Source: an optimization exercise on an open RTL-to-GDS flow (aim: small area). Production flows keep margins and buffers that such runs may drop. The RTL was checked by simulation tests, not by an equivalence proof against the original design. Power figures rest on the tool's default switching activity, not on a simulated workload.

[flow/run.sh]
#!/bin/bash
# synth_recipe.tcl (not shown) runs the flow's synth.tcl, then flattens the netlist and writes it again
# the make line also repeats each setting of config.mk as NAME=value (left out here)
make -C /OpenROAD-flow-scripts/flow DESIGN_CONFIG=/design/flow/config.mk WORK_HOME=/design/flow/orfs CLKGATE_MAP_FILE= SYNTH_SCRIPT=/design/flow/synth_recipe.tcl finish
[flow/config.mk]
export PLATFORM = sky130hd
export DESIGN_NAME = pulse_train_peak_capture
export DESIGN_NICKNAME = pulse_train_peak_capture
export VERILOG_FILES = /design/flow/design.v
export SDC_FILE = /design/flow/constraint.sdc
export NUM_CORES = 4
export LEC_CHECK = 0
export CAP_MARGIN = 20
export CORE_MARGIN = 2
export CORE_UTILIZATION = 40
export SLEW_MARGIN = 20
[flow/constraint.sdc]
create_clock -name core_clock -period 8.0 [get_ports {clk}]
set_input_delay 1.6000 -clock core_clock [delete_from_list [all_inputs] [get_ports {clk}]]
set_output_delay 1.6000 -clock core_clock [all_outputs]
set_load 0.01 [all_outputs]
[flow/design.v]
`timescale 1ns / 1ps
package ptpc_pkg;
    localparam int SENSOR_BITS_DEF = 16;
    localparam int US_PER_MS_DEF   = 1000;
    typedef struct packed {
        logic clear;
        logic restart;
        logic track;
    } peak_ctl_t;
endpackage
`timescale 1ns / 1ps
module ptpc_peak
#(
    parameter int SENSOR_BITS = ptpc_pkg::SENSOR_BITS_DEF
)
(
    input  ptpc_pkg::peak_ctl_t                ctl,
    input  logic [SENSOR_BITS-1:0]   reading,
    input  logic [SENSOR_BITS-1:0]   base,
    input  logic [SENSOR_BITS-1:0]   peak_mv,
    input  logic signed [SENSOR_BITS:0] delta,
    output logic [SENSOR_BITS-1:0]   peak_mv_next,
    output logic signed [SENSOR_BITS:0] delta_next
);
    logic signed [SENSOR_BITS:0] dev;
    logic [SENSOR_BITS:0]        mag_dev;
    logic [SENSOR_BITS:0]        mag_old;
    assign dev     = $signed({1'b0, reading}) - $signed({1'b0, base});
    assign mag_dev = dev[SENSOR_BITS] ? (~dev + 1'b1) : dev;
    assign mag_old = delta[SENSOR_BITS] ? (~delta + 1'b1) : delta;
    always_comb
    begin
        peak_mv_next = peak_mv;
        delta_next   = delta;
        if (ctl.restart)
        begin
            peak_mv_next = reading;
            delta_next   = dev;
        end
        else if (ctl.clear)
        begin
            peak_mv_next = '0;
            delta_next   = '0;
        end
        else if (ctl.track && (mag_dev >= mag_old))
        begin
            peak_mv_next = reading;
            delta_next   = dev;
        end
    end
endmodule
`timescale 1ns / 1ps
module pulse_train_peak_capture
#(
    parameter int SENSOR_BITS = ptpc_pkg::SENSOR_BITS_DEF,
    parameter int US_PER_MS   = ptpc_pkg::US_PER_MS_DEF
)
(
    input  logic                        clk,
    input  logic                        rst_n,
    input  logic                        in_valid,
    output logic                        in_stall,
    input  logic [1:0]                  cmd,
    input  logic [31:0]                 now_us,
    input  logic [SENSOR_BITS-1:0]      hall_low_mv,
    input  logic [SENSOR_BITS-1:0]      hall_high_mv,
    output logic                        out_valid,
    input  logic                        out_stall,
    output logic                        run_active,
    output logic                        run_finished,
    output logic [7:0]                  pwm_level,
    output logic [2:0]                  phase_code,
    output logic [7:0]                  pulse_number,
    output logic [SENSOR_BITS-1:0]      peak_low_mv,
    output logic [SENSOR_BITS-1:0]      peak_high_mv,
    output logic signed [SENSOR_BITS:0] peak_low_delta,
    output logic signed [SENSOR_BITS:0] peak_high_delta,
    input  logic                        cfg_valid,
    output logic                        cfg_ready,
    input  logic [2:0]                  cfg_index,
    input  logic [15:0]                 cfg_data
);
    localparam int THR_W = 16 + $clog2(US_PER_MS + 1);
    localparam int CMP_W = (THR_W > 32) ? THR_W : 32;
    localparam logic [2:0] REG_PULSE_COUNT = 3'd0;
    localparam logic [2:0] REG_PULSE_LEVEL = 3'd1;
    localparam logic [2:0] REG_PULSE_TIME  = 3'd2;
    localparam logic [2:0] REG_GAP_TIME    = 3'd3;
    localparam logic [2:0] REG_PRE_DELAY   = 3'd4;
    localparam logic [7:0]       PULSE_COUNT_RST = 8'd10;
    localparam logic [7:0]       PULSE_LEVEL_RST = 8'd200;
    localparam logic [THR_W-1:0] PULSE_THR_RST   = THR_W'(30 * US_PER_MS);
    localparam logic [THR_W-1:0] GAP_THR_RST     = THR_W'(1000 * US_PER_MS);
    localparam logic [1:0] CMD_UPDATE = 2'd0;
    localparam logic [1:0] CMD_START  = 2'd1;
    localparam logic [1:0] CMD_STOP   = 2'd2;
    localparam logic [2:0] PH_STOP  = 3'd0;
    localparam logic [2:0] PH_PRE   = 3'd1;
    localparam logic [2:0] PH_PULSE = 3'd2;
    localparam logic [2:0] PH_GAP   = 3'd3;
    localparam logic [2:0] PH_DONE  = 3'd4;
    logic [7:0]       count_reg;       
    logic [7:0]       level_reg;
    logic [THR_W-1:0] pulse_thr_reg;   
    logic [THR_W-1:0] gap_thr_reg;
    logic [THR_W-1:0] pre_thr_reg;
    logic [15:0]      cfg_ms;
    logic [THR_W-1:0] cfg_thr;
    assign cfg_ready = 1'b1;
    assign cfg_ms  = ((cfg_index == REG_PULSE_TIME) && (cfg_data == 16'd0)) ?
                     16'd1 : cfg_data;
    assign cfg_thr = THR_W'(cfg_ms) * THR_W'(US_PER_MS);
    always_ff @(posedge clk or negedge rst_n)
    begin
        if (!rst_n)
        begin
            count_reg     <= PULSE_COUNT_RST;
            level_reg     <= PULSE_LEVEL_RST;
            pulse_thr_reg <= PULSE_THR_RST;
            gap_thr_reg   <= GAP_THR_RST;
            pre_thr_reg   <= '0;
        end
        else if (cfg_valid && cfg_ready)
        begin
            unique case (cfg_index)
                REG_PULSE_COUNT: count_reg     <= (cfg_data[7:0] == 8'd0) ?
                                                  8'd1 : cfg_data[7:0];
                REG_PULSE_LEVEL: level_reg     <= cfg_data[7:0];
                REG_PULSE_TIME:  pulse_thr_reg <= cfg_thr;
                REG_GAP_TIME:    gap_thr_reg   <= cfg_thr;
                REG_PRE_DELAY:   pre_thr_reg   <= cfg_thr;
                default:         ;   
            endcase
        end
    end
    logic                   s1_valid_reg;
    logic [1:0]             s1_cmd_reg;
    logic [31:0]            s1_now_reg;
    logic [SENSOR_BITS-1:0] s1_lo_reg;
    logic [SENSOR_BITS-1:0] s1_hi_reg;
    logic                   out_valid_reg;
    logic                   advance;
    logic                   in_accept;
    assign advance   = !out_valid_reg || !out_stall;
    assign in_stall  = s1_valid_reg && !advance;
    assign in_accept = in_valid && !in_stall;
    always_ff @(posedge clk or negedge rst_n)
    begin
        if (!rst_n)
        begin
            s1_valid_reg  <= 1'b0;
            out_valid_reg <= 1'b0;
        end
        else
        begin
            if (in_accept)
                s1_valid_reg <= 1'b1;
            else if (advance)
                s1_valid_reg <= 1'b0;
            if (advance)
                out_valid_reg <= s1_valid_reg;
        end
    end
    always_ff @(posedge clk)
    begin
        if (in_accept)
        begin
            s1_cmd_reg <= cmd;
            s1_now_reg <= now_us;
            s1_lo_reg  <= hall_low_mv;
            s1_hi_reg  <= hall_high_mv;
        end
    end
    logic [2:0]                  phase_reg,   phase_next;
    logic                        active_reg,  active_next;
    logic                        finished_reg, finished_next;
    logic [7:0]                  pwm_reg,     pwm_next;
    logic [7:0]                  count_cur_reg, count_cur_next;
    logic [31:0]                 stamp_reg,   stamp_next;
    logic [SENSOR_BITS-1:0]      base_lo_reg, base_lo_next;
    logic [SENSOR_BITS-1:0]      base_hi_reg, base_hi_next;
    logic [SENSOR_BITS-1:0]      peak_lo_reg, peak_lo_next;
    logic [SENSOR_BITS-1:0]      peak_hi_reg, peak_hi_next;
    logic signed [SENSOR_BITS:0] delta_lo_reg, delta_lo_next;
    logic signed [SENSOR_BITS:0] delta_hi_reg, delta_hi_next;
    ptpc_pkg::peak_ctl_t         peak_ctl;
    logic [THR_W-1:0] thr_sel;
    logic [31:0]      elapsed_us;
    logic             time_up;
    always_comb
    begin
        case (phase_reg)
            PH_PRE:   thr_sel = pre_thr_reg;
            PH_PULSE: thr_sel = pulse_thr_reg;
            default:  thr_sel = gap_thr_reg;
        endcase
    end
    assign elapsed_us = s1_now_reg - stamp_reg;
    assign time_up = (stamp_reg == 32'd0) ? (thr_sel == '0) :
                     (CMP_W'(elapsed_us) >= CMP_W'(thr_sel));
    always_comb
    begin
        phase_next     = phase_reg;
        active_next    = active_reg;
        finished_next  = finished_reg;
        pwm_next       = pwm_reg;
        count_cur_next = count_cur_reg;
        stamp_next     = stamp_reg;
        base_lo_next   = base_lo_reg;
        base_hi_next   = base_hi_reg;
        peak_ctl       = '0;
        unique case (s1_cmd_reg)
            CMD_START:
            begin
                finished_next = 1'b0;
                active_next   = 1'b1;
                base_lo_next  = s1_lo_reg;
                base_hi_next  = s1_hi_reg;
                stamp_next    = s1_now_reg;
                peak_ctl.clear = 1'b1;
                if (pre_thr_reg != '0)
                begin
                    phase_next     = PH_PRE;
                    pwm_next       = 8'd0;
                    count_cur_next = 8'd0;
                end
                else
                begin
                    phase_next       = PH_PULSE;
                    pwm_next         = level_reg;
                    count_cur_next   = 8'd1;
                    peak_ctl.restart = 1'b1;
                end
            end
            CMD_STOP:
            begin
                phase_next     = PH_STOP;
                active_next    = 1'b0;
                finished_next  = 1'b0;
                pwm_next       = 8'd0;
                count_cur_next = 8'd0;
                stamp_next     = 32'd0;
                base_lo_next   = '0;
                base_hi_next   = '0;
                peak_ctl.clear = 1'b1;
            end
            CMD_UPDATE:
            begin
                if (active_reg)
                begin
                    unique case (phase_reg)
                        PH_PRE:
                        begin
                            pwm_next = 8'd0;
                            if (time_up)
                            begin
                                phase_next       = PH_PULSE;
                                stamp_next       = s1_now_reg;
                                pwm_next         = level_reg;
                                peak_ctl.restart = 1'b1;
                                if (count_cur_reg < count_reg)
                                    count_cur_next = count_cur_reg + 8'd1;
                            end
                        end
                        PH_PULSE:
                        begin
                            pwm_next       = level_reg;
                            peak_ctl.track = 1'b1;
                            if (time_up)
                            begin
                                pwm_next   = 8'd0;
                                phase_next = PH_GAP;
                                stamp_next = s1_now_reg;
                            end
                        end
                        PH_GAP:
                        begin
                            pwm_next       = 8'd0;
                            peak_ctl.track = 1'b1;
                            if (time_up)
                            begin
                                stamp_next = s1_now_reg;
                                if (count_cur_reg >= count_reg)
                                begin
                                    active_next   = 1'b0;
                                    finished_next = 1'b1;
                                    phase_next    = PH_DONE;
                                end
                                else
                                begin
                                    phase_next       = PH_PULSE;
                                    pwm_next         = level_reg;
                                    peak_ctl.restart = 1'b1;
                                    count_cur_next   = count_cur_reg + 8'd1;
                                end
                            end
                        end
                        default: ;   
                    endcase
                end
            end
            default: ;   
        endcase
    end
    ptpc_peak #(
        .SENSOR_BITS (SENSOR_BITS)
    ) u_peak_lo (
        .ctl          (peak_ctl),
        .reading      (s1_lo_reg),
        .base         (base_lo_next),
        .peak_mv      (peak_lo_reg),
        .delta        (delta_lo_reg),
        .peak_mv_next (peak_lo_next),
        .delta_next   (delta_lo_next)
    );
    ptpc_peak #(
        .SENSOR_BITS (SENSOR_BITS)
    ) u_peak_hi (
        .ctl          (peak_ctl),
        .reading      (s1_hi_reg),
        .base         (base_hi_next),
        .peak_mv      (peak_hi_reg),
        .delta        (delta_hi_reg),
        .peak_mv_next (peak_hi_next),
        .delta_next   (delta_hi_next)
    );
    always_ff @(posedge clk or negedge rst_n)
    begin
        if (!rst_n)
        begin
            phase_reg     <= PH_STOP;
            active_reg    <= 1'b0;
            finished_reg  <= 1'b0;
            pwm_reg       <= 8'd0;
            count_cur_reg <= 8'd0;
            stamp_reg     <= 32'd0;
            base_lo_reg   <= '0;
            base_hi_reg   <= '0;
            peak_lo_reg   <= '0;
            peak_hi_reg   <= '0;
            delta_lo_reg  <= '0;
            delta_hi_reg  <= '0;
        end
        else if (advance && s1_valid_reg)
        begin
            phase_reg     <= phase_next;
            active_reg    <= active_next;
            finished_reg  <= finished_next;
            pwm_reg       <= pwm_next;
            count_cur_reg <= count_cur_next;
            stamp_reg     <= stamp_next;
            base_lo_reg   <= base_lo_next;
            base_hi_reg   <= base_hi_next;
            peak_lo_reg   <= peak_lo_next;
            peak_hi_reg   <= peak_hi_next;
            delta_lo_reg  <= delta_lo_next;
            delta_hi_reg  <= delta_hi_next;
        end
    end
    assign out_valid       = out_valid_reg;
    assign run_active      = active_reg;
    assign run_finished    = finished_reg;
    assign pwm_level       = pwm_reg;
    assign phase_code      = phase_reg;
    assign pulse_number    = count_cur_reg;
    assign peak_low_mv     = peak_lo_reg;
    assign peak_high_mv    = peak_hi_reg;
    assign peak_low_delta  = delta_lo_reg;
    assign peak_high_delta = delta_hi_reg;
endmodule
==> impl_metrics.ini <==
[routing]
antenna_left = 0
vias = 16190
drt_iter0_markers = 847
routed_via_density = 5.448
dr.pass1.iters = 5
routedWlPerCell_um = 17.61
wirelength_um = 52340
route.detailed.drc = 0

[sta]
fmax_mhz = 139.4
min_period_ps = 7174
finalSetupViolations = 0
whs_ps = 474.1
post-route-period-util = 0.8967
rsz0062_at_grt = no
setup_tns_ps = 0
hold_violations = 0
maxSlewViolCount = 0
relSlewSlack = 0.2806
worst_slew_pin_slew_ps = 1078
finClkSkew_ps = 25.13

[setup_path]
r2r_slack_ps = 930
crit_path_max_incr_delay_ps = 530
rr_worst_depth = 28
path_cells = clkdlybuf4s50_1, or4_1, nor2_1, a41oi_1, buf_4, inv_1, ha_1, inv_1, fa_1, fa_1, inv_1, fa_1, ha_1, a21oi_1, nand2b_1, a211oi_1, o311a_1, o21a_1, o21ai_0, a21oi_1, a21oi_1, xor2_1, o21ai_0
crit_path_end_kind = register
crit_buf_inv = 5
cp.arrival_ps = 7560
worstPathRequired_ps = 8380
r2r-start = s1_cmd_reg[1]
crit_slowest_cell = fa_1
path_class = in2reg
critical-path-top-delay-family = adder cells
r2r-end = delta_hi_reg[15]
crit_fanout = 4
startpoint_type = input port

[synthesis]
synthTopCellsByArea = dfrtp_1 (27%), ha_1 (12%), edfxtp_1 (9.7%)
yosys_register_bits = 304
yosysTopAreaCell = dfrtp_1
synth_top_flop_cell = dfrtp_1
syn_area_per_cell_um2 = 9.720
netlist_area_um2 = 20480
yosys_warnings = 2
synth_top_area_frac = 0.2676
yosysUniqueCellTypes = 77
yosysMostFrequentCell = nand2_1
synth.net_count = 2444
synth_edf_count = 66
ys_seq_area_frac = 0.3887
async_flop_share = 0.7829
syn_inst = 2107
synth.top_cells.by_count = nand2_1 (239), dfrtp_1 (219), ha_1 (190), o21ai_0 (185), a21oi_1 (127)

[final_layout]
num_antenna_cells = 0
area_growth_pct = 18.69
layout-drive-gt1-share = 0.06739
final_nets = 2610
fillCellCount = 4685
layoutNonFillerInstCount = 2972

[global_routing]
grt_pass1_vias = 16080
grt_overflow_total = 0
grt_max_degree = 102
grt_pass1_wl_um = 86060
grtUsageTotal = 0.2000
antenna_found_initial = 1

[power_and_ir_drop]
power.internal_w = 0.004604
comb_power_share = 0.486
p_leak_nw = 10.44
power_density_nw_per_um2 = 317.0
power_switching_w = 0.003101
swShare = 0.4025
pwr-share-seq = 0.295
power.clock.fraction = 0.219
irDropWorstVdd_mv = 0.1948

[run]
max_cap_viol_count = 0

[floorplan]
ios = 180
num_rows = 82
dieArea_um2 = 53020
fp.dieH_um = 230.3
core-area_um2 = 50380
die_w_um = 230.3
start_util = 0.4065

[clock_tree]
post_cts_resize_count = 0
path_clk_slew_ps = 60
cts_root_buf = clkbuf_16
insertion_delay_ps = 560
cts_tree = built
cts_buffers = 35
htree_levels = 2
cts.sinks = 304
cts_setup_buffers = 0
clockBufferDepth = 3
cts_hold_buf = 0

[placement]
io_buffers = 178
dp_hpwl_um = 39560
gp_congestion = 0.8663
dp.cells = 2908

[worst_hold_path]
holdCritStartpoint = base_hi_reg[5]
holdPathEnd = base_hi_reg[5]
whs_path_depth = 2
holdCritPathClass = reg2reg

[status]
outcome = complete, no violations
## through the flow
stage	area (um^2)	utilization	total power [W]	setup slack, ps
floorplan	20480	-	0.004878	1307
global placement	23100	0.4585	0.005926	435.2
detailed placement	23100	0.4585	0.006050	229.3
CTS	24300	0.4825	0.007779	790.3
global route	24310	0.4825	0.008359	292.8
finish	24310	0.4825	0.007705	826.3
## worst max path at each step
stage	from	end	slack (ps)	cells past startpoint
6_report	cfg_data[4]	pulse_thr_reg[24]	830	23
2_1_floorplan	cfg_data[4]	pre_thr_reg[24]	1310	19
3_3_place_gp	cfg_data[4]	pulse_thr_reg[24]	440	20
4_1_cts	cfg_data[4]	pulse_thr_reg[24]	790	23
5_1_grt	cfg_data[4]	pulse_thr_reg[24]	290	24
3_5_place_dp	cfg_data[4]	gap_thr_reg[24]	230	23
## power by group through the flow
stage / logic [W] / clock network, W / registers, W
global placement: 0.00364 / 0 / 0.00229
finish: 0.00374 / 0.00169 / 0.00228
detailed placement: 0.00375 / 0 / 0.00230
floorplan: 0.00262 / 0 / 0.00226
CTS: 0.00377 / 0.00173 / 0.00228
global route: 0.00424 / 0.00179 / 0.00233
## layout make-up
class,count,area (um^2),area share
tap,672,840.8,0.03459
clock inverter,14,200.2,0.008236
clock buffer,50,1005,0.04133
sequential,304,7961,0.3275
multi-input combinational,1594,11750,0.4833
timing repair buffer,218,2103,0.08652
inverter,120,450.4,0.01853
## metal layers
layer	up-vias	track usage	wire, um
met1	7916	0.2654	23770
li1	7893	-	-
met3	86	0.02468	1869
met2	294	0.3439	25490
met5	-	0	13
met4	2	0.05464	1190
## cell families after synthesis
logic type	share of synthesized area
compound gates	0.1936
xor+xnor	0.05303
fa+ha+maj	0.1718
buf+inv	0.03965
flops	0.3887
mux	0.01081
other cells	0.0001831
simple gates	0.1422
## placed cells by master (no fill, tap or decap), types with 7 or more instances in the layout
| master | count |
|---|---|
| a21o_1 | 40 |
| a21oi_1 | 127 |
| a22o_1 | 82 |
| a31oi_1 | 37 |
| and3_1 | 12 |
| buf_4 | 38 |
| clkbuf_1 | 10 |
| clkbuf_16 | 37 |
| clkdlybuf4s50_1 | 177 |
| dfrtp_1 | 219 |
| dfstp_2 | 19 |
| edfxtp_1 | 66 |
| fa_1 | 57 |
| ha_1 | 189 |
| inv_1 | 119 |
| mux2_2 | 17 |
| nand2_1 | 238 |
| nand2b_1 | 58 |
| nand3_1 | 24 |
| nand4_1 | 25 |
| nor2_1 | 94 |
| nor2b_1 | 43 |
| nor3_1 | 24 |
| nor4_1 | 20 |
| o211ai_1 | 14 |
| o21a_1 | 17 |
| o21ai_0 | 185 |
| o21bai_1 | 7 |
| o2bb2ai_1 | 10 |
| o31ai_1 | 22 |
| o41ai_1 | 7 |
| or3_1 | 12 |
| or4_1 | 8 |
| xnor2_1 | 64 |
| xor2_1 | 60 |
## worst min-delay path: stages (launching register included)
cell     delay [ps]
dfrtp_1         340
nand2_1          40
o21ai_0          60

[port drivers added, routing unchanged]
In the flow no input, the clock included, has a driving cell. The finished layout below was timed again as built, in two steps. Step 1: set_driving_cell puts a clkbuf_16 on clk and a buf_2 on each other input, an assumption about the parent block. Step 2 times the ports against the registers' clock, not the clock port: input delays grow and output delays shrink by t, the midpoint of the rising clock arrivals with the driver on. a / b / c = ideal ports / drivers / drivers and shift; a / b = the first two.
t, ns: 0.603
slack for setup (ns): 0.826 / 0.862 / 0.258
clock arrival spread, ns: 0.025 / 0.025
worst slew at a driven data input, ns: 0.11
pins driven straight from the clock port: 1
After both steps setup and hold are still met in this run. The setup slack of this run moves by +0.036 ns with the drivers and by -0.568 ns with both steps.
